This is an optimization exercise on Yosys and OpenROAD, whose aim is small area, not a production implementation.
In this exercise RTL edits were held to simulation tests only and were not proved equivalent to the original.
The flow treats the clock pin as an ideal source, which a real chip does not have.
Power and IR drop assume default switching activity.

<file path="design/flow/flow/run.sh">
#!/bin/bash
# Own layout flow: the standard ORFS flow (standard.sh), with plain buffers on
# the ports, a clock tree of clkbuf_8 without dummy loads, and an area-recovery
# pass (downsizing off the critical paths) after CTS. Every tool's output stays
# in the ORFS logs under orfs/logs; make's own output goes to flow_make.log here.
set -euo pipefail
here=$(pwd)
bash standard.sh \
  "BUFFER_PORTS_ARGS=-buffer_cell sky130_fd_sc_hd__buf_1" \
  "CTS_ARGS=-sink_clustering_enable -repair_clock_nets -buf_list sky130_fd_sc_hd__clkbuf_8 -sink_clustering_size 17 -sink_clustering_max_diameter 70 -dont_use_dummy_load" \
  "POST_CTS_TCL=$here/flow/post_cts.tcl" \
  finish > "$here/flow_make.log" 2>&1
</file>
<file path="design/flow/flow/post_cts.tcl">
foreach inst [[ord::get_db_block] getInsts] {
  if {[[$inst getMaster] getName] eq "sky130_fd_sc_hd__a22oi_2"} {
    replace_cell [get_cells [$inst getName]] sky130_fd_sc_hd__a22oi_1
  }
}
estimate_parasitics -placement
log_cmd repair_timing -recover_power 100 -setup_margin 0.3 -verbose
log_cmd detailed_placement
check_placement -verbose
</file>
<file path="design/flow/standard.sh">
#!/bin/bash
# synth_recipe.tcl (not shown) runs the flow's synth.tcl, then flattens the netlist and writes it again
# the make line also repeats each setting of config.mk as NAME=value (left out here)
make -C /OpenROAD-flow-scripts/flow DESIGN_CONFIG=/design/flow/config.mk WORK_HOME=/design/flow/orfs CLKGATE_MAP_FILE= SYNTH_SCRIPT=/design/flow/synth_recipe.tcl "${@:-finish}"
</file>
<file path="design/flow/config.mk">
export PLATFORM = sky130hd
export DESIGN_NAME = btb_predictor
export DESIGN_NICKNAME = btb_predictor
export VERILOG_FILES = /design/flow/design.v
export SDC_FILE = /design/flow/constraint.sdc
export NUM_CORES = 4
export LEC_CHECK = 0
export CAP_MARGIN = 20
export CORE_MARGIN = 2
export CORE_UTILIZATION = 60
export PLACE_DENSITY = 0.7
export SETUP_SLACK_MARGIN = 0.2
export SLEW_MARGIN = 20
export SYNTH_HIERARCHICAL = 1
</file>
<file path="design/flow/constraint.sdc">
create_clock -name core_clock -period 10.0 [get_ports {gated_clock_PC}]
set_input_delay 2.0000 -clock core_clock [delete_from_list [all_inputs] [get_ports {gated_clock_PC}]]
set_output_delay 2.0000 -clock core_clock [all_outputs]
set_load 0.01 [all_outputs]
</file>
<file path="design/flow/design.v">
package btb_pkg;
  localparam logic [1:0] CTR_SNT   = 2'b00;
  localparam logic [1:0] CTR_WNT   = 2'b01;
  localparam logic [1:0] CTR_WT    = 2'b10;
  localparam logic [1:0] CTR_ST    = 2'b11;
  localparam logic [1:0] CTR_RESET = CTR_WNT;
  localparam logic [1:0] CTR_ALLOC = CTR_WT;
  function automatic logic [31:0] pc_idx(input logic [31:0] pc, input int idx_w);
    logic [31:0] mask;
    mask = (32'd1 << idx_w) - 32'd1;
    pc_idx = (pc >> 2) & mask;
  endfunction
  function automatic logic [31:0] pc_tag(input logic [31:0] pc, input int idx_w);
    pc_tag = pc >> (idx_w + 2);
  endfunction
endpackage
module sat_ctr2
(
  input  logic [1:0] ctr,
  input  logic       taken,
  output logic [1:0] ctr_nxt
);
  always_comb begin
    ctr_nxt = ctr;
    if (taken) begin
      if (ctr != btb_pkg::CTR_ST) ctr_nxt = ctr + 2'd1;
    end else begin
      if (ctr != btb_pkg::CTR_SNT) ctr_nxt = ctr - 2'd1;
    end
  end
endmodule
module btb_predictor (
  input  logic        gated_clock_PC,
  input  logic        rst,
  input  logic [31:0] fetch_pc,
  output logic        pred_taken,
  output logic [31:0] pred_target,
  input  logic        upd_valid,
  input  logic [31:0] upd_pc,
  input  logic        upd_taken,
  input  logic [31:0] upd_target,
  input  logic        upd_mispredict,
  input  logic        btb_clear,
  output logic [15:0] mispred_cnt
);
  localparam int ENTRIES = 32;
  localparam int TAG_W   = 25;
  logic [ENTRIES-1:0]            valid_q;
  logic [ENTRIES-1:0][TAG_W-1:0] tag_q;
  logic [ENTRIES-1:0][31:0]      target_q;
  logic [ENTRIES-1:0][1:0]       ctr_q;
  logic [15:0]                   mispred_cnt_q;
  logic [4:0]       f_idx, u_idx;
  logic [TAG_W-1:0] f_tag, u_tag;
  assign f_idx = fetch_pc[6:2];
  assign f_tag = fetch_pc[31:7];
  assign u_idx = upd_pc[6:2];
  assign u_tag = upd_pc[31:7];
  logic [ENTRIES-1:0] f_sel, f_sel_g, u_sel;
  logic [7:0]         f_lo_n;
  logic [3:0]         f_hi_n;
  assign f_lo_n = ~(8'd1 << f_idx[2:0]);
  assign f_hi_n = ~(4'd1 << f_idx[4:3]);
  for (genvar i = 0; i < ENTRIES; i++) begin : g_fdec
    btb_nor2 u_sel_t (.a(f_hi_n[i/8]), .b(f_lo_n[i%8]), .o(f_sel[i]));
    btb_nor2 u_sel_g (.a(f_hi_n[i/8]), .b(f_lo_n[i%8]), .o(f_sel_g[i]));
  end
  assign u_sel = 32'd1 << u_idx;
  logic [TAG_W-1:0][ENTRIES-1:0] tag_col;
  logic [31:0][ENTRIES-1:0]      target_col;
  logic [1:0][ENTRIES-1:0]       ctr_col;
  for (genvar i = 0; i < ENTRIES; i++) begin : g_col
    for (genvar b = 0; b < TAG_W; b++) begin : g_t
      assign tag_col[b][i] = tag_q[i][b];
    end
    for (genvar b = 0; b < 32; b++) begin : g_g
      assign target_col[b][i] = target_q[i][b];
    end
    for (genvar b = 0; b < 2; b++) begin : g_c
      assign ctr_col[b][i] = ctr_q[i][b];
    end
  end
  logic             f_v, u_v, f_c1, f_hit, u_hit;
  logic [TAG_W-1:0] f_t, u_t;
  logic [1:0]       u_c;
  btb_rd32 u_rd_fv  (.s(f_sel), .d(valid_q),    .o(f_v));
  btb_rd32 u_rd_fc  (.s(f_sel), .d(ctr_col[1]), .o(f_c1));
  btb_rd32 u_rd_uv  (.s(u_sel), .d(valid_q),    .o(u_v));
  for (genvar b = 0; b < TAG_W; b++) begin : g_rd_tag
    btb_rd32 u_rd_ft (.s(f_sel), .d(tag_col[b]), .o(f_t[b]));
    btb_rd32 u_rd_ut (.s(u_sel), .d(tag_col[b]), .o(u_t[b]));
  end
  for (genvar b = 0; b < 2; b++) begin : g_rd_ctr
    btb_rd32 u_rd_uc (.s(u_sel), .d(ctr_col[b]), .o(u_c[b]));
  end
  assign f_hit      = f_v & (f_t == f_tag);
  assign u_hit      = u_v & (u_t == u_tag);
  assign pred_taken = f_hit & f_c1;
  for (genvar b = 0; b < 32; b++) begin : g_rd_tgt
    btb_rd32_gated u_rd_tg (.s(f_sel_g), .d(target_col[b]), .h(f_hit), .o(pred_target[b]));
  end
  assign mispred_cnt = mispred_cnt_q;
  logic [1:0] ctr_sat, ctr_new;
  sat_ctr2 u_sat_ctr2 (
    .ctr    (u_c),
    .taken  (upd_taken),
    .ctr_nxt(ctr_sat)
  );
  assign ctr_new = u_hit ? ctr_sat : btb_pkg::CTR_ALLOC;
  logic wr_t, wr_c;
  assign wr_t = upd_valid & ~btb_clear & upd_taken;
  assign wr_c = upd_valid & ~btb_clear & (upd_taken | u_hit);
  always_ff @(posedge gated_clock_PC or posedge rst) begin
    if (rst) begin
      valid_q       <= '0;
      mispred_cnt_q <= '0;
    end else begin
      if (upd_valid && upd_mispredict && (mispred_cnt_q != 16'hFFFF))
        mispred_cnt_q <= mispred_cnt_q + 16'd1;
      if (btb_clear)
        valid_q <= '0;
      else if (wr_t)
        valid_q[u_idx] <= 1'b1;
    end
  end
  logic [ENTRIES-1:0] we_t, we_c, nwe_t, nwe_c;
  assign we_t  = u_sel & {ENTRIES{wr_t}};
  assign we_c  = u_sel & {ENTRIES{wr_c}};
  assign nwe_t = ~we_t;
  assign nwe_c = ~we_c;
  logic [ENTRIES-1:0][TAG_W-1:0] tag_d;
  logic [ENTRIES-1:0][31:0]      target_d;
  logic [ENTRIES-1:0][1:0]       ctr_d;
  for (genvar i = 0; i < ENTRIES; i++) begin : g_ent
    for (genvar b = 0; b < TAG_W; b++) begin : g_tag
      btb_hold u_hold (.we(we_t[i]), .nwe(nwe_t[i]), .d(u_tag[b]), .q(tag_q[i][b]), .o(tag_d[i][b]));
    end
    for (genvar b = 0; b < 32; b++) begin : g_tgt
      btb_hold u_hold (.we(we_t[i]), .nwe(nwe_t[i]), .d(upd_target[b]), .q(target_q[i][b]), .o(target_d[i][b]));
    end
    for (genvar b = 0; b < 2; b++) begin : g_ctr
      btb_hold u_hold (.we(we_c[i]), .nwe(nwe_c[i]), .d(ctr_new[b]), .q(ctr_q[i][b]), .o(ctr_d[i][b]));
    end
  end
  always_ff @(posedge gated_clock_PC) begin
    tag_q    <= tag_d;
    target_q <= target_d;
    ctr_q    <= ctr_d;
  end
endmodule
module btb_rd32 (
  input  logic [31:0] s,
  input  logic [31:0] d,
  output logic        o
);
  logic [10:0] n;
  logic [2:0]  m;
  for (genvar g = 0; g < 10; g++) begin : g_aoi
    btb_aoi222 u_aoi (.a0(s[3*g]), .b0(d[3*g]), .a1(s[3*g+1]), .b1(d[3*g+1]),
                      .a2(s[3*g+2]), .b2(d[3*g+2]), .o(n[g]));
  end
  btb_aoi22 u_aoi_l (.a0(s[30]), .b0(d[30]), .a1(s[31]), .b1(d[31]), .o(n[10]));
  btb_nand4 u_nd0 (.a(n[0]), .b(n[1]), .c(n[2]),  .d(n[3]), .o(m[0]));
  btb_nand4 u_nd1 (.a(n[4]), .b(n[5]), .c(n[6]),  .d(n[7]), .o(m[1]));
  btb_nand3 u_nd2 (.a(n[8]), .b(n[9]), .c(n[10]), .o(m[2]));
  btb_or3   u_or  (.a(m[0]), .b(m[1]), .c(m[2]), .o(o));
endmodule
module btb_rd32_gated (
  input  logic [31:0] s,
  input  logic [31:0] d,
  input  logic        h,
  output logic        o
);
  logic [10:0] n;
  logic [2:0]  m;
  for (genvar g = 0; g < 10; g++) begin : g_aoi
    btb_aoi222 u_aoi (.a0(s[3*g]), .b0(d[3*g]), .a1(s[3*g+1]), .b1(d[3*g+1]),
                      .a2(s[3*g+2]), .b2(d[3*g+2]), .o(n[g]));
  end
  btb_aoi22 u_aoi_l (.a0(s[30]), .b0(d[30]), .a1(s[31]), .b1(d[31]), .o(n[10]));
  btb_nand4 u_nd0 (.a(n[0]), .b(n[1]), .c(n[2]),  .d(n[3]), .o(m[0]));
  btb_nand4 u_nd1 (.a(n[4]), .b(n[5]), .c(n[6]),  .d(n[7]), .o(m[1]));
  btb_nand3 u_nd2 (.a(n[8]), .b(n[9]), .c(n[10]), .o(m[2]));
  btb_oa31  u_oa  (.a(m[0]), .b(m[1]), .c(m[2]), .h(h), .o(o));
endmodule
module btb_aoi222 (
  input  logic a0, b0, a1, b1, a2, b2,
  output logic o
);
  assign o = ~((a0 & b0) | (a1 & b1) | (a2 & b2));
endmodule
module btb_aoi22 (
  input  logic a0, b0, a1, b1,
  output logic o
);
  assign o = ~((a0 & b0) | (a1 & b1));
endmodule
module btb_nor2 (
  input  logic a, b,
  output logic o
);
  assign o = ~(a | b);
endmodule
module btb_nand4 (
  input  logic a, b, c, d,
  output logic o
);
  assign o = ~(a & b & c & d);
endmodule
module btb_nand3 (
  input  logic a, b, c,
  output logic o
);
  assign o = ~(a & b & c);
endmodule
module btb_or3 (
  input  logic a, b, c,
  output logic o
);
  assign o = a | b | c;
endmodule
module btb_oa31 (
  input  logic a, b, c, h,
  output logic o
);
  assign o = (a | b | c) & h;
endmodule
module btb_hold (
  input  logic we,
  input  logic nwe,
  input  logic d,
  input  logic q,
  output logic o
);
  assign o = (d & we) | (q & nwe);
endmodule
</file>
==> summary.log, run 1 <==
[run_status] run status no timing/DRC/antenna violations
[grt] total track usage 45.1%
[die] die height 346 um
[synthesis] biggest area consumer among synthesized cells sky130_fd_sc_hd__dfxtp_1
[placed_design] number of instances in the placed design 7500
[clock_tree] clk slew on worst S/H paths 0.09 ns
[min_path] kind of path behind the tightest hold check reg -> reg
[synthesis] total of flip-flops plus latches after synthesis 1936
[route] # DRC 0
[grt] grt total ovfl 0
[synthesis] net count after synthesis 5756
[flow_run] maximum capacitance violations 0
[synthesis] Netlist cell types 44
[synthesis] commonest register cell after synthesis sky130_fd_sc_hd__dfxtp_1
[finish] share of post-route cells with drive strength above 1 8.95%
[synthesis] number of enable flip-flop cells after synthesis 0
[placed_design] setup slack at placement 1.22 ns
[route] Vias/cell 8.43
[die] Die Footprint 120000 um2
[grt] antenna violations before repair 10
[sta] unrepaired setup endpoints after global routing false
[placed_design] dpl hpwl 157 mm
[sta] Sum Neg Setup Slack 0 ns
[sta] slew at the pin with the worst max-slew slack 1.23 ns
[critical_path] Critical Path Stages 14
[critical_path] Worst setup EP type output port
[synthesis] Mapped Cells 5647
[critical_path] Arrival @ worst endpoint 7.27 ns
[placed_design] port bufs 146
[grt] first-pass GRT wire length 410 mm
[die] standard cell core area 116000 um2
[synthesis] fraction of synthesis flops using an asynchronous set or reset pin 2.48%
[critical_path] r2r endpoint ctr_q[5]
[pwr] leakage 29.5 nW
[grt] number of global-route vias before repair 60859
[die] floorplan row count 125
[placed_design] GP Congestion 0.991
[critical_path] startpoint class of the critical path input port
[route] Iter 0 DRT Violations 14671
[critical_path] delay of the slowest critical-path stage 0.76 ns
[sta] fin worst setup slack 0.728 ns
[critical_path] Critical R2R Launch tag_q[314]
[critical_path] endpoint required time on the critical path 8.00 ns
[critical_path] buffer and inverter count on the worst path 4
[sta] Slew Viols, Final 0
[sta] final number of hold-violating endpoints 0
[critical_path] CP delay by family, top simple AND/OR/NAND/NOR gates
[route] DR vias 64710
[clock_tree] # clock sinks 1936
[critical_path] capturing instance or port of the critical path pred_target[21]
[critical_path] cells on worst reg2reg path 9
[sta] total of endpoints with negative setup slack in the final report 0
[synthesis] synthesis warning total 8
[pwr] Pwr per Cell Area 177 nW/um2
[finish] final core utilization 66.3%
[sta] maximum frequency from static timing analysis 0.108 GHz
[route] wire length per cell 37.2 um
[finish] filler-free cell count of the finished design 7676
[critical_path] type of the worst setup path in -> out
[route] antenna-violating nets left 0
[finish] fin nets 6258
[clock_tree] clock insertion delay at the later pin of the skew report 0.89 ns
[die] Die X-Extent 346 um
[placed_design] Cell Area, Placed 75000 um2
[clock_tree] TritonCTS clock tree yes
[pwr] IR drop worst, VDD 146 uV
[critical_path] crit-path cells buf_1 > or3b_1 > nor2_4 > buf_4 > a222oi_1 > nand4_1 > or3_1 > xor2_1 > nor4_1 > nand4_1 > nor3_2 > buf_12 > o31a_1 > buf_1
[critical_path] maximum fanout count along the critical path 32
[route] number of iterations in the first detailed-routing pass 14
[synthesis] Cell Area, Synth 70300 um2
[synthesis] top post-synthesis cells by area sky130_fd_sc_hd__dfxtp_1 (54%), sky130_fd_sc_hd__a22o_1 (24%), sky130_fd_sc_hd__a222oi_1 (12%)
[route] Final Routed Wirelength 286 mm
[critical_path] origin of the worst setup path fetch_pc[2]
[grt] maximum number of pins on one net before global-route repair 63
[sta] clock skew after layout 0.0635 ns
[sta] worst-case headroom to the max-slew limit 17.9%
[synthesis] share of the synthesized area in the top cell type 53.8%
[synthesis] sequential fraction of the synthesis area 55.5%
[sta] fraction of the cycle the final worst path needs 92.7%
[die] initial core utilization 60.5%
[finish] area added between synthesis and finish 9.65%
[synthesis] synthesized area divided by synthesized cell count 12.5 um2
[critical_path] setup slack of the most critical reg-to-reg path 5.67 ns
[die] number of primary I/O pins 151
[finish] post-layout instance area 77100 um2
[sta] Tmin final 9.27 ns
[critical_path] standard cell with the maximum stage delay on the critical path sky130_fd_sc_hd__or3b_1
modules after synthesis, one instance, submodules excluded, a selection:
module,times used,cells inside
btb_aoi22,87,1
btb_aoi222,870,1
btb_hold,1888,1
btb_nand3,87,1
btb_nand4,174,1
btb_nor2,64,1
btb_oa31,32,1
btb_or3,55,1
btb_predictor,1,2387
sat_ctr2,1,3
worst reg2reg max path, stage by stage (launching register included):
cell,delay [ns]
sky130_fd_sc_hd__dfxtp_1,0.34
sky130_fd_sc_hd__a222oi_1,0.42
sky130_fd_sc_hd__nand4_1,0.40
sky130_fd_sc_hd__or3_1,0.49
sky130_fd_sc_hd__xnor2_1,0.33
sky130_fd_sc_hd__nand4_1,0.15
sky130_fd_sc_hd__nor4_2,0.79
sky130_fd_sc_hd__nand3_1,0.27
sky130_fd_sc_hd__or2_2,0.67
sky130_fd_sc_hd__a22o_1,0.36
cell families after synthesis:
family,synth area share [%]
AND/OR/NAND/NOR,4.73
XOR/XNOR,0.810
multiplexers,0.0160
AO/OA/AOI/OAI,38.2
adder cells (fa/ha/maj),0.157
flip-flops,55.5
buffers and inverters,0.621
synthesized netlist by cell type, drive strengths merged (3+ instances only):
cell type  count
nor2b          5
nand3        134
dfxtp       1888
nor3          13
buf           14
nand2b         9
a22o        1888
xnor2         31
dfrtp         48
nor4          12
ha             7
clkbuf        14
inv           76
o31a          32
nand3b         3
xor2          34
or3           57
o22ai         30
nand2         59
a22oi         87
and2           9
nand4        181
and3          31
or2            4
nor2          97
a222oi       870
per-layer routing:
metal	vias up	global-route usage (%)	share of wire [%]
li1	26196	-	-
met1	31336	59.9	36
met2	6042	63.3	41
met3	1126	12.9	15
met4	10	31.0	7.9
met5	-	0.360	0.071
area by class of cell:
type	instances	area, um2
timing repair buffer	393	3020
sequential	1936	39000
tap	1524	1910
inverter	76	287
antenna	5	12.5
clock buffer	135	1860
multi-input combinational	3607	31000
fill	8979	39100
how the worst min path moves through the flow:
stage,from,end,cells past startpoint
3_5_place_dp,target_q[487],target_q[487],1
5_1_grt,target_q[858],target_q[858],1
2_1_floorplan,target_q[0],target_q[0],1
3_3_place_gp,target_q[677],target_q[677],1
6_report,ctr_q[16],ctr_q[16],1
placed cells by master, fill, tap and decap left out, types with 4 or more instances in the layout:
master                     instances
sky130_fd_sc_hd__a22o_1         1888
sky130_fd_sc_hd__dfxtp_1        1888
sky130_fd_sc_hd__a222oi_1        870
sky130_fd_sc_hd__nand4_1         181
sky130_fd_sc_hd__buf_4           178
sky130_fd_sc_hd__clkbuf_8        135
sky130_fd_sc_hd__nand3_1         133
sky130_fd_sc_hd__buf_1           115
sky130_fd_sc_hd__a22oi_1          87
sky130_fd_sc_hd__nor2_4           58
sky130_fd_sc_hd__or3_1            57
sky130_fd_sc_hd__dfrtp_1          48
sky130_fd_sc_hd__inv_1            47
sky130_fd_sc_hd__clkbuf_2         45
sky130_fd_sc_hd__nand2_1          44
sky130_fd_sc_hd__xor2_1           34
sky130_fd_sc_hd__o31a_1           32
sky130_fd_sc_hd__xnor2_1          31
sky130_fd_sc_hd__and3_1           31
sky130_fd_sc_hd__o22ai_1          30
sky130_fd_sc_hd__nor2_2           27
sky130_fd_sc_hd__inv_2            25
sky130_fd_sc_hd__buf_12           20
sky130_fd_sc_hd__buf_16           19
sky130_fd_sc_hd__nor2_1           12
sky130_fd_sc_hd__nor3_1           11
sky130_fd_sc_hd__nor4_1           11
sky130_fd_sc_hd__nand2_2          10
sky130_fd_sc_hd__clkbuf_4         10
sky130_fd_sc_hd__and2_1            8
sky130_fd_sc_hd__nand2b_1          8
sky130_fd_sc_hd__ha_1              7
sky130_fd_sc_hd__diode_2           5
sky130_fd_sc_hd__nand2_4           5
sky130_fd_sc_hd__or2_2             4
sky130_fd_sc_hd__nor2b_1           4
sky130_fd_sc_hd__clkbuf_1          4
power breakdown:
group / switching (mW) / leakage (nW) / internal [mW] / total, mW
Sequential: 0.453 / 16.1 / 8.37 / 8.83
Combinational: 0.619 / 12.5 / 0.581 / 1.20
Clock: 2.43 / 0.971 / 1.22 / 3.65
Total: 3.51 / 29.5 / 10.2 / 13.7
stage by stage:
| step | power (mW) | hold slack, ns |
|---|---|---|
| after floorplan | 9.60 | 0.441 |
| after global placement | 10.1 | 0.455 |
| after detailed placement | 10.1 | 0.453 |
| after global routing | 14.1 | 0.492 |
| final | 13.7 | 0.479 |
sequential cells by signal (all words and copies together), names as in the netlist:
name           flops
target_q        1024
tag_q            800
valid_q           32
ctr_q             64
mispred_cnt_q     16
==> run 2: changes to the inputs <==
--- a/design/flow/design.v
+++ b/design/flow/design.v
@@ -58,3 +58,3 @@
   assign u_tag = upd_pc[31:7];
-  logic [ENTRIES-1:0] f_sel, f_sel_g, u_sel;
+  logic [ENTRIES-1:0] f_sel, u_sel;
   logic [7:0]         f_lo_n;
@@ -65,3 +65,2 @@
     btb_nor2 u_sel_t (.a(f_hi_n[i/8]), .b(f_lo_n[i%8]), .o(f_sel[i]));
-    btb_nor2 u_sel_g (.a(f_hi_n[i/8]), .b(f_lo_n[i%8]), .o(f_sel_g[i]));
   end
@@ -99,3 +98,3 @@
   for (genvar b = 0; b < 32; b++) begin : g_rd_tgt
-    btb_rd32_gated u_rd_tg (.s(f_sel_g), .d(target_col[b]), .h(f_hit), .o(pred_target[b]));
+    btb_rd32_gated u_rd_tg (.s(f_sel), .d(target_col[b]), .h(f_hit), .o(pred_target[b]));
   end
==> run 2 against run 1 <==
Critical path depth did not move. Largest cell class unchanged. Synthesized cell count fell by 0.57%. Die area fell by 0.17%. Wire length rose by 6.3%. Still clean. Area after synthesis fell by 0.17%. Global-route usage rose by 3.5 points. Register-to-register slack barely moved. Critical endpoint is now pred_target[9].
==> summary.log, run 2 <==
[synthesis] biggest area consumer among synthesized cells sky130_fd_sc_hd__dfxtp_1
[synthesis] top post-synthesis cells by count sky130_fd_sc_hd__a22o_1 (1888), sky130_fd_sc_hd__dfxtp_1 (1888), sky130_fd_sc_hd__a222oi_1 (870)
[sta] unrepaired setup endpoints after global routing false
[placed_design] Cell Area, Placed 75100 um2 [+0.16%]
[route] number of iterations in the first detailed-routing pass 14 [unchanged]
[pwr] leakage 29.7 nW [+0.62%]
[pwr] total internal power 10.2 mW [+0.11%]
[synthesis] synthesized area divided by synthesized cell count 12.5 um2 [+0.40%]
[pwr] combinational share of power 8.7% [about the same]
[finish] share of post-route cells with drive strength above 1 8.91% [-0.041 points]
[die] number of primary I/O pins 151 [unchanged]
[pwr] Pwr per Cell Area 177 nW/um2 [about the same]
[sta] slew at the pin with the worst max-slew slack 1.27 ns [+0.0443 ns]
[finish] registers with the most flip-flops target_q x1024, tag_q x800, ctr_q x64
[die] standard cell core area 116000 um2 [-0.13%]
[sta] Sum Neg Setup Slack 0 ns [unchanged]
[die] Die Footprint 120000 um2 [-0.17%]
[route] Iter 0 DRT Violations 16036 [+9.3%]
[clock_tree] TritonCTS clock tree yes
[pwr] post-layout total power 13.7 mW [+0.30%]
[pwr] fraction of power spent switching nets 25.8% [+0.14 points]
[synthesis] Cell Area, Synth 70200 um2 [-0.17%]
[grt] met2 routing resource usage after global routing 66.0% [+2.7 points]
[critical_path] type of the worst setup path in -> out
[sta] maximum frequency from static timing analysis 0.104 GHz [-3.9%]
[min_path] cell depth of the worst min-delay path 1 [unchanged]
[synthesis] net count after synthesis 5724 [-0.56%]
[synthesis] number of enable flip-flop cells after synthesis 0 [unchanged]
[pwr] Clock power frac 26.9% [+0.2 points]
[grt] maximum number of pins on one net before global-route repair 63 [unchanged]
[min_path] kind of path behind the tightest hold check reg -> reg
[synthesis] commonest register cell after synthesis sky130_fd_sc_hd__dfxtp_1
[finish] flip-flop count of the largest register, all copies and words added 1024 [unchanged]
[critical_path] Arrival @ worst endpoint 7.65 ns [+0.38 ns]
[die] die height 346 um [about the same]
[route] antenna-violating nets left 0 [unchanged]
[synthesis] Mapped Cells 5615 [-0.57%]
[finish] leading cell types in the layout, fill and taps excluded sky130_fd_sc_hd__a22o_1 (1888), sky130_fd_sc_hd__dfxtp_1 (1888), sky130_fd_sc_hd__a222oi_1 (870)
[finish] fin nets 6264 [+0.096%]
[die] floorplan row count 125 [unchanged]
[finish] post-layout instance area 77400 um2 [+0.36%]
[clock_tree] # clock sinks 1936 [unchanged]
[run_status] run status no timing/DRC/antenna violations
[grt] first-pass GRT wire length 435 mm [+6.1%]
[grt] total track usage 48.6% [+3.5 points]
[critical_path] Worst setup EP type output port
[critical_path] cells on worst reg2reg path 9 [unchanged]
[synthesis] Netlist cell types 44 [unchanged]
[sta] worst slack on hold paths 0.478 ns [-0.00110 ns]
[sta] Slew Viols, Final 0 [unchanged]
[placed_design] setup slack at placement 1.19 ns [-0.0345 ns]
[synthesis] share of the synthesized area in the top cell type 53.9% [+0.092 points]
[pwr] IR drop worst, VDD 140 uV [-3.9%]
[die] initial core utilization 60.5% [about the same]
[grt] number of global-route vias before repair 62296 [+2.4%]
[placed_design] GP Congestion 1.02 [+3.0%]
[grt] antenna violations before repair 14 [+4]
[grt] met3 track demand over resource 18.3% [+5.5 points]
[grt] grt total ovfl 0 [unchanged]
[finish] area added between synthesis and finish 10.2%
[sta] fraction of the cycle the final worst path needs 96.5% [+3.8 points]
[clock_tree] clock insertion delay at the later pin of the skew report 0.90 ns [about the same]
[die] Die X-Extent 346 um [about the same]
[critical_path] startpoint class of the critical path input port
[flow_run] maximum capacitance violations 0 [unchanged]
[sta] clock skew after layout 0.0649 ns [+0.00142 ns]
[grt] met1 Track Usage GR 64.4% [+4.5 points]
[route] DR vias 66338 [+2.5%]
[sta] final number of hold-violating endpoints 0 [unchanged]
[synthesis] fraction of synthesis flops using an asynchronous set or reset pin 2.48% [unchanged]
[clock_tree] clk slew on worst S/H paths 0.04 ns [-0.05 ns]
[finish] Largest Register target_q
[critical_path] endpoint required time on the critical path 8.00 ns [about the same]
[critical_path] maximum fanout count along the critical path 32 [unchanged]
[synthesis] sequential fraction of the synthesis area 55.6% [+0.095 points]
[placed_design] dpl hpwl 171 mm [+9.3%]
[route] Vias/cell 8.63 [+2.3%]
[synthesis] top post-synthesis cells by area sky130_fd_sc_hd__dfxtp_1 (54%), sky130_fd_sc_hd__a22o_1 (24%), sky130_fd_sc_hd__a222oi_1 (12%)
[pwr] part of the power in registers 64.4% [about the same]
[grt] busiest grt layer met2
[synthesis] synthesis warning total 8 [unchanged]
[placed_design] port bufs 146 [unchanged]
[synthesis] total of flip-flops plus latches after synthesis 1936 [unchanged]
[route] # DRC 0 [unchanged]
[sta] Tmin final 9.65 ns [+0.381 ns]
[sta] total of endpoints with negative setup slack in the final report 0 [unchanged]
[sta] worst-case headroom to the max-slew limit 15.1% [-2.9 points]
[sta] fin worst setup slack 0.347 ns [-0.381 ns]
[pwr] Psw 3.54 mW [+0.87%]
[route] Final Routed Wirelength 304 mm [+6.3%]
[route] wire length per cell 39.5 um [+6.1%]
-- run 2: changes by cell type after synthesis --
cell                     previous run  this run
sky130_fd_sc_hd__nor2_1            97        65
-- run 2: cells by family (layout without fill, tap and decap cells) --
group	after synthesis	after routing	share of synthesized area [%]
buf+inv	104	642	0.622
compound gates	2915	2915	38.3
other cells	0	13	0
simple gates	585	585	4.57
xor+xnor	65	65	0.811
mux	1	1	0.0160
flops	1936	1936	55.6
fa+ha+maj	9	9	0.157
-- run 2: critical path, cell delays in order --
cell                       delay [ns]
sky130_fd_sc_hd__buf_1           0.26
sky130_fd_sc_hd__or3b_2          0.62
sky130_fd_sc_hd__nor2_4          0.68
sky130_fd_sc_hd__clkbuf_2        1.06
sky130_fd_sc_hd__a222oi_1        0.29
sky130_fd_sc_hd__nand4_1         0.22
sky130_fd_sc_hd__or3_1           0.29
sky130_fd_sc_hd__xor2_1          0.12
sky130_fd_sc_hd__nor4_1          0.40
sky130_fd_sc_hd__nand4_1         0.21
sky130_fd_sc_hd__nor3_2          0.44
sky130_fd_sc_hd__buf_12          0.33
sky130_fd_sc_hd__o31a_1          0.48
sky130_fd_sc_hd__buf_1           0.22
-- run 2: path summary, 6_finish.rpt --
path	start	end	slack, ns
setup / recovery	fetch_pc[4]	pred_target[9]	0.35
setup reg to reg	tag_q[14]	ctr_q[3]	5.68
min in group asynchronous	rst	mispred_cnt_q[2]	1.07
max in group asynchronous	rst	valid_q[21]	8.44
hold reg to reg	target_q[991]	target_q[991]	0.48
hold / removal	target_q[991]	target_q[991]	0.48
-- run 2: power by group through the flow --
stage	combinational, mW	sequential, mW	clock (mW)
2_1_floorplan	0.728	8.87	0
3_3_place_gp	1.11	8.97	0
3_5_place_dp	1.14	8.98	0
5_1_grt	1.25	8.90	3.95
6_report	1.19	8.84	3.70
-- run 2: per-module statistics from Yosys (local to each module, per instance), a selection --
module         flops+latches  area, um2
btb_nor2                   0       3.75
btb_nand3                  0       5.00
btb_predictor           1936      41600
btb_aoi222                 0       10.0
btb_hold                   0       8.76
btb_aoi22                  0       12.5
btb_nand4                  0       6.26
btb_or3                    0       6.26
btb_oa31                   0       8.76
sat_ctr2                   0       26.3
-- run 2: per-stage QoR --
step	cells	util, %
2_1_floorplan	5615	-
6_report	7690	66.7
3_5_place_dp	7501	64.7
3_3_place_gp	7500	64.7
5_1_grt	7682	66.7
-- run 2: area by class of cell --
class | instances | area (um2)
inverters | 76 | 342
multi-input cells | 3575 | 30900
repair buffers | 430 | 3350
flip-flops and latches | 1936 | 39000
well taps | 1524 | 1910
fillers | 8946 | 38700
clock buffers | 136 | 1870
diodes | 13 | 32.5
-- run 2: metal layers --
| metal | wire (um) | vias to the layer above |
|---|---|---|
| li1 | - | 26176 |
| met3 | 53200 | 1381 |
| met2 | 118000 | 6704 |
| met5 | 282 | - |
| met1 | 109000 | 32063 |
| met4 | 23200 | 14 |
==> run 3: changes to the inputs <==
--- a/design/flow/design.v
+++ b/design/flow/design.v
@@ -58,3 +58,3 @@
   assign u_tag = upd_pc[31:7];
-  logic [ENTRIES-1:0] f_sel, u_sel;
+  logic [ENTRIES-1:0] f_sel, f_sel_g, u_sel;
   logic [7:0]         f_lo_n;
@@ -65,2 +65,3 @@
     btb_nor2 u_sel_t (.a(f_hi_n[i/8]), .b(f_lo_n[i%8]), .o(f_sel[i]));
+    btb_nor2 u_sel_g (.a(f_hi_n[i/8]), .b(f_lo_n[i%8]), .o(f_sel_g[i]));
   end
@@ -98,3 +99,3 @@
   for (genvar b = 0; b < 32; b++) begin : g_rd_tgt
-    btb_rd32_gated u_rd_tg (.s(f_sel), .d(target_col[b]), .h(f_hit), .o(pred_target[b]));
+    btb_rd32_gated u_rd_tg (.s(f_sel_g), .d(target_col[b]), .h(f_hit), .o(pred_target[b]));
   end
==> design/flow/flow/post_cts.tcl (replaced) <==
set lib_cells {}
foreach inst [[ord::get_db_block] getInsts] {
  set m [[$inst getMaster] getName]
  if {![regexp {^sky130_fd_sc_hd__(a\w+|o\w+|nand\w+|nor\w+|xor\w+|xnor\w+|and\w+|or\w+|mux\w+)_(2|4)$} $m -> base drv]} continue
  set small sky130_fd_sc_hd__${base}_1
  if {[[ord::get_db] findMaster $small] eq "NULL"} continue
  replace_cell [get_cells [$inst getName]] $small
}
estimate_parasitics -placement
log_cmd repair_timing -recover_power 100 -setup_margin 0.3 -verbose
log_cmd detailed_placement
check_placement -verbose
==> run 3 against run 2 <==
Still clean. Worst setup slack better by 0.39 ns. Synthesized cell count is 0.57% higher. Cell area is 0.35% higher. Global-route usage is 3.5 points lower. Critical endpoint is now pred_target[21].
==> summary.log, run 3 <==
[run_status] run status no timing/DRC/antenna violations
[finish] final core utilization 66.8% [+0.15 points]
[synthesis] sequential fraction of the synthesis area 55.5% [-0.095 points]
[die] initial core utilization 60.5% [about the same]
[grt] maximum number of pins on one net before global-route repair 63 [unchanged]
[route] Vias/cell 8.40 [-2.7%]
[finish] fin nets 6297 [+0.53%]
[sta] worst-case headroom to the max-slew limit 13.0% [-2.1 points]
[flow_run] maximum capacitance violations 0 [unchanged]
[clock_tree] TritonCTS clock tree yes
[synthesis] net count after synthesis 5756 [+0.56%]
[finish] Largest Register target_q
[route] DR vias 64738 [-2.4%]
[placed_design] dpl hpwl 157 mm [-8.5%]
[min_path] kind of path behind the tightest hold check reg -> reg
[grt] first-pass GRT wire length 410 mm [-5.9%]
[critical_path] maximum fanout count along the critical path 32 [unchanged]
[grt] met2 routing resource usage after global routing 63.0% [-2.9 points]
[critical_path] startpoint class of the critical path input port
[synthesis] Netlist cell types 44 [unchanged]
[grt] grt total ovfl 0 [unchanged]
[finish] filler-free cell count of the finished design 7711 [+0.27%]
[placed_design] Cell Area, Placed 75000 um2 [-0.16%]
[die] standard cell core area 116000 um2 [+0.13%]
[grt] met3 track demand over resource 13.0% [-5.3 points]
[synthesis] total of flip-flops plus latches after synthesis 1936 [unchanged]
[critical_path] endpoint required time on the critical path 8.00 ns [about the same]
[finish] registers with the most flip-flops target_q x1024, tag_q x800, ctr_q x64
[sta] fraction of the cycle the final worst path needs 92.6% [-3.9 points]
[sta] Slew Viols, Final 0 [unchanged]
[pwr] fraction of power spent switching nets 25.6% [-0.14 points]
[grt] busiest grt layer met2
[pwr] combinational share of power 8.8% [about the same]
[grt] number of global-route vias before repair 60783 [-2.4%]
[die] die height 346 um [about the same]
[clock_tree] clk slew on worst S/H paths 0.08 ns [+0.04 ns]
[placed_design] port bufs 146 [unchanged]
[sta] worst slack on hold paths 0.482 ns [+0.00348 ns]
[finish] share of post-route cells with drive strength above 1 8.79% [-0.11 points]
[sta] Sum Neg Setup Slack 0 ns [unchanged]
[sta] slew at the pin with the worst max-slew slack 1.30 ns [+0.0266 ns]
[synthesis] Mapped Cells 5647 [+0.57%]
[sta] Tmin final 9.26 ns [-0.394 ns]
[placed_design] number of instances in the placed design 7500 [-0.013%]
[synthesis] commonest register cell after synthesis sky130_fd_sc_hd__dfxtp_1
[synthesis] top post-synthesis cells by area sky130_fd_sc_hd__dfxtp_1 (54%), sky130_fd_sc_hd__a22o_1 (24%), sky130_fd_sc_hd__a222oi_1 (12%)
[synthesis] number of enable flip-flop cells after synthesis 0 [unchanged]
[pwr] IR drop worst, VDD 144 uV [+2.4%]
[synthesis] Cell Area, Synth 70300 um2 [+0.17%]
[pwr] Psw 3.51 mW [-0.76%]
[route] wire length per cell 37.2 um [-5.9%]
[critical_path] Arrival @ worst endpoint 7.26 ns [-0.39 ns]
[placed_design] setup slack at placement 1.22 ns [+0.0345 ns]
[grt] antenna violations before repair 9 [-5]
[pwr] part of the power in registers 64.5% [about the same]
[critical_path] Worst setup EP type output port
[route] number of iterations in the first detailed-routing pass 13 [-1]
[finish] flip-flop count of the largest register, all copies and words added 1024 [unchanged]
[sta] total of endpoints with negative setup slack in the final report 0 [unchanged]
[grt] met1 Track Usage GR 59.7% [-4.7 points]
[synthesis] share of the synthesized area in the top cell type 53.8% [-0.092 points]
[pwr] total internal power 10.2 mW [about the same]
[route] antenna-violating nets left 0 [unchanged]
[synthesis] fraction of synthesis flops using an asynchronous set or reset pin 2.48% [unchanged]
[sta] final number of hold-violating endpoints 0 [unchanged]
[synthesis] top post-synthesis cells by count sky130_fd_sc_hd__a22o_1 (1888), sky130_fd_sc_hd__dfxtp_1 (1888), sky130_fd_sc_hd__a222oi_1 (870)
[sta] clock skew after layout 0.0676 ns [+0.00262 ns]
[die] Die Footprint 120000 um2 [+0.17%]
[clock_tree] clock insertion delay at the later pin of the skew report 0.89 ns [about the same]
[placed_design] GP Congestion 0.991 [-2.9%]
[die] Die X-Extent 346 um [about the same]
[die] floorplan row count 125 [unchanged]
[synthesis] synthesized area divided by synthesized cell count 12.5 um2 [-0.40%]
[sta] fin worst setup slack 0.741 ns [+0.394 ns]
[critical_path] type of the worst setup path in -> out
[route] Final Routed Wirelength 287 mm [-5.7%]
[pwr] Clock power frac 26.7% [-0.2 points]
[finish] leading cell types in the layout, fill and taps excluded sky130_fd_sc_hd__a22o_1 (1888), sky130_fd_sc_hd__dfxtp_1 (1888), sky130_fd_sc_hd__a222oi_1 (870)
[synthesis] biggest area consumer among synthesized cells sky130_fd_sc_hd__dfxtp_1
[pwr] post-layout total power 13.7 mW [-0.24%]
[clock_tree] # clock sinks 1936 [unchanged]
[sta] unrepaired setup endpoints after global routing false
[die] number of primary I/O pins 151 [unchanged]
[grt] total track usage 45.1% [-3.5 points]
[route] Iter 0 DRT Violations 15334 [-4.4%]
[pwr] Pwr per Cell Area 176 nW/um2 [-0.59%]
[route] # DRC 0 [unchanged]
[finish] area added between synthesis and finish 10.4%
[sta] maximum frequency from static timing analysis 0.108 GHz [+4.3%]
[synthesis] synthesis warning total 8 [unchanged]
[pwr] leakage 29.8 nW [+0.44%]
[finish] post-layout instance area 77600 um2 [+0.35%]
==> run 3: power by group through the flow <==
| stage | sequential (mW) | clock, mW | combinational [mW] |
|---|---|---|---|
| floorplan | 8.87 | 0 | 0.731 |
| global placement | 8.96 | 0 | 1.12 |
| detailed placement | 8.97 | 0 | 1.16 |
| global route | 8.89 | 3.91 | 1.26 |
| finish | 8.83 | 3.66 | 1.20 |
==> run 3: per-layer routing <==
metal	part of all wire, %	up-vias
met5	0.037	-
met4	7.8	10
met3	15	1089
met2	41	6094
met1	36	31265
li1	-	26280
==> run 3: final timing paths <==
kind	startpoint	end	slack (ns)	cells after the start
worst max-delay path	fetch_pc[2]	pred_target[21]	0.74	14
worst min-delay path	target_q[754]	target_q[754]	0.48	1
worst max register to register	tag_q[539]	ctr_q[59]	5.66	10
worst min register to register	target_q[754]	target_q[754]	0.48	1
max in group asynchronous	rst	valid_q[23]	8.14	3
min in group asynchronous	rst	mispred_cnt_q[3]	1.29	3
==> run 3: cell type report <==
type                            count  area (um2)
Tap cell                         1524        1910
Inverter                           76         287
Clock buffer                      135        1860
Multi-Input combinational cell   3607       30700
Fill cell                        8947       38600
Sequential cell                  1936       39000
Antenna cell                        1        2.50
Timing Repair Buffer              432        3850
==> run 3: logic make-up after synthesis <==
kind of cell,count (synthesis),share of synthesized area [%]
AO/OA/AOI/OAI,2915,38.2
flip-flops,1936,55.5
AND/OR/NAND/NOR,617,4.73
buffers and inverters,104,0.621
XOR/XNOR,65,0.810
adder cells (fa/ha/maj),9,0.157
multiplexers,1,0.0160
==> run 3: modules after synthesis (local to each module, per instance), excerpt <==
module | times used | cells inside | flip-flops and latches | area, um2
btb_nand4 | 174 | 1 | 0 | 6.26
sat_ctr2 | 1 | 3 | 0 | 26.3
btb_oa31 | 32 | 1 | 0 | 8.76
btb_hold | 1888 | 1 | 0 | 8.76
btb_aoi222 | 870 | 1 | 0 | 10.0
btb_nand3 | 87 | 1 | 0 | 5.00
btb_aoi22 | 87 | 1 | 0 | 12.5
btb_predictor | 1 | 2387 | 1936 | 41600
btb_or3 | 55 | 1 | 0 | 6.26
btb_nor2 | 64 | 1 | 0 | 3.75
==> run 3: critical path, stage by stage <==
cell,delay [ns]
sky130_fd_sc_hd__buf_1,0.23
sky130_fd_sc_hd__or3b_1,0.70
sky130_fd_sc_hd__nor2_2,0.37
sky130_fd_sc_hd__buf_4,0.27
sky130_fd_sc_hd__a222oi_1,0.34
sky130_fd_sc_hd__nand4_1,0.32
sky130_fd_sc_hd__or3_1,0.50
sky130_fd_sc_hd__xor2_1,0.16
sky130_fd_sc_hd__nor4_1,0.58
sky130_fd_sc_hd__nand4_1,0.16
sky130_fd_sc_hd__nor3_1,0.60
sky130_fd_sc_hd__buf_12,0.34
sky130_fd_sc_hd__o31a_1,0.45
sky130_fd_sc_hd__buf_1,0.22

[separate check: timing with driven ports]
The flow's constraints put no driver on any port. The routed layouts listed below were extracted and timed again, unchanged, in two steps. Step 1 (the two cells are an assumption about what drives the block):
set clk [get_ports {gated_clock_PC}]
set_driving_cell -lib_cell sky130_fd_sc_hd__clkbuf_16 $clk
set_driving_cell -lib_cell sky130_fd_sc_hd__buf_2 [delete_from_list [all_inputs] $clk]
Step 2 adds t to the input delays and takes it off the output delays; t is the mean of the earliest and latest rising clock arrival at the registers after step 1. Input paths then give back, and output paths get back, about the clock's delay inside the block. Three values: ideal ports, drivers, drivers and shift; two values: the first two.
run | shift t [ns] | slack for setup (ns) | worst hold slack (ns) | worst register clock-pin slew, ns
run 1 | 0.943 | 0.728 / 0.553 / 0.553 | 0.479 / 0.479 / 0.479 | 0.11 / 0.11
run 2 | 0.949 | 0.347 / 0.208 / 0.208 | 0.478 / 0.478 / 0.478 | 0.12 / 0.12
run 3 | 0.941 | 0.741 / 0.577 / 0.577 | 0.482 / 0.482 / 0.482 | 0.11 / 0.11
After both steps every run listed still meets setup and hold. For run 1, which loses most, drivers alone change the setup slack by -0.175 ns; drivers and shift together by -0.175 ns.
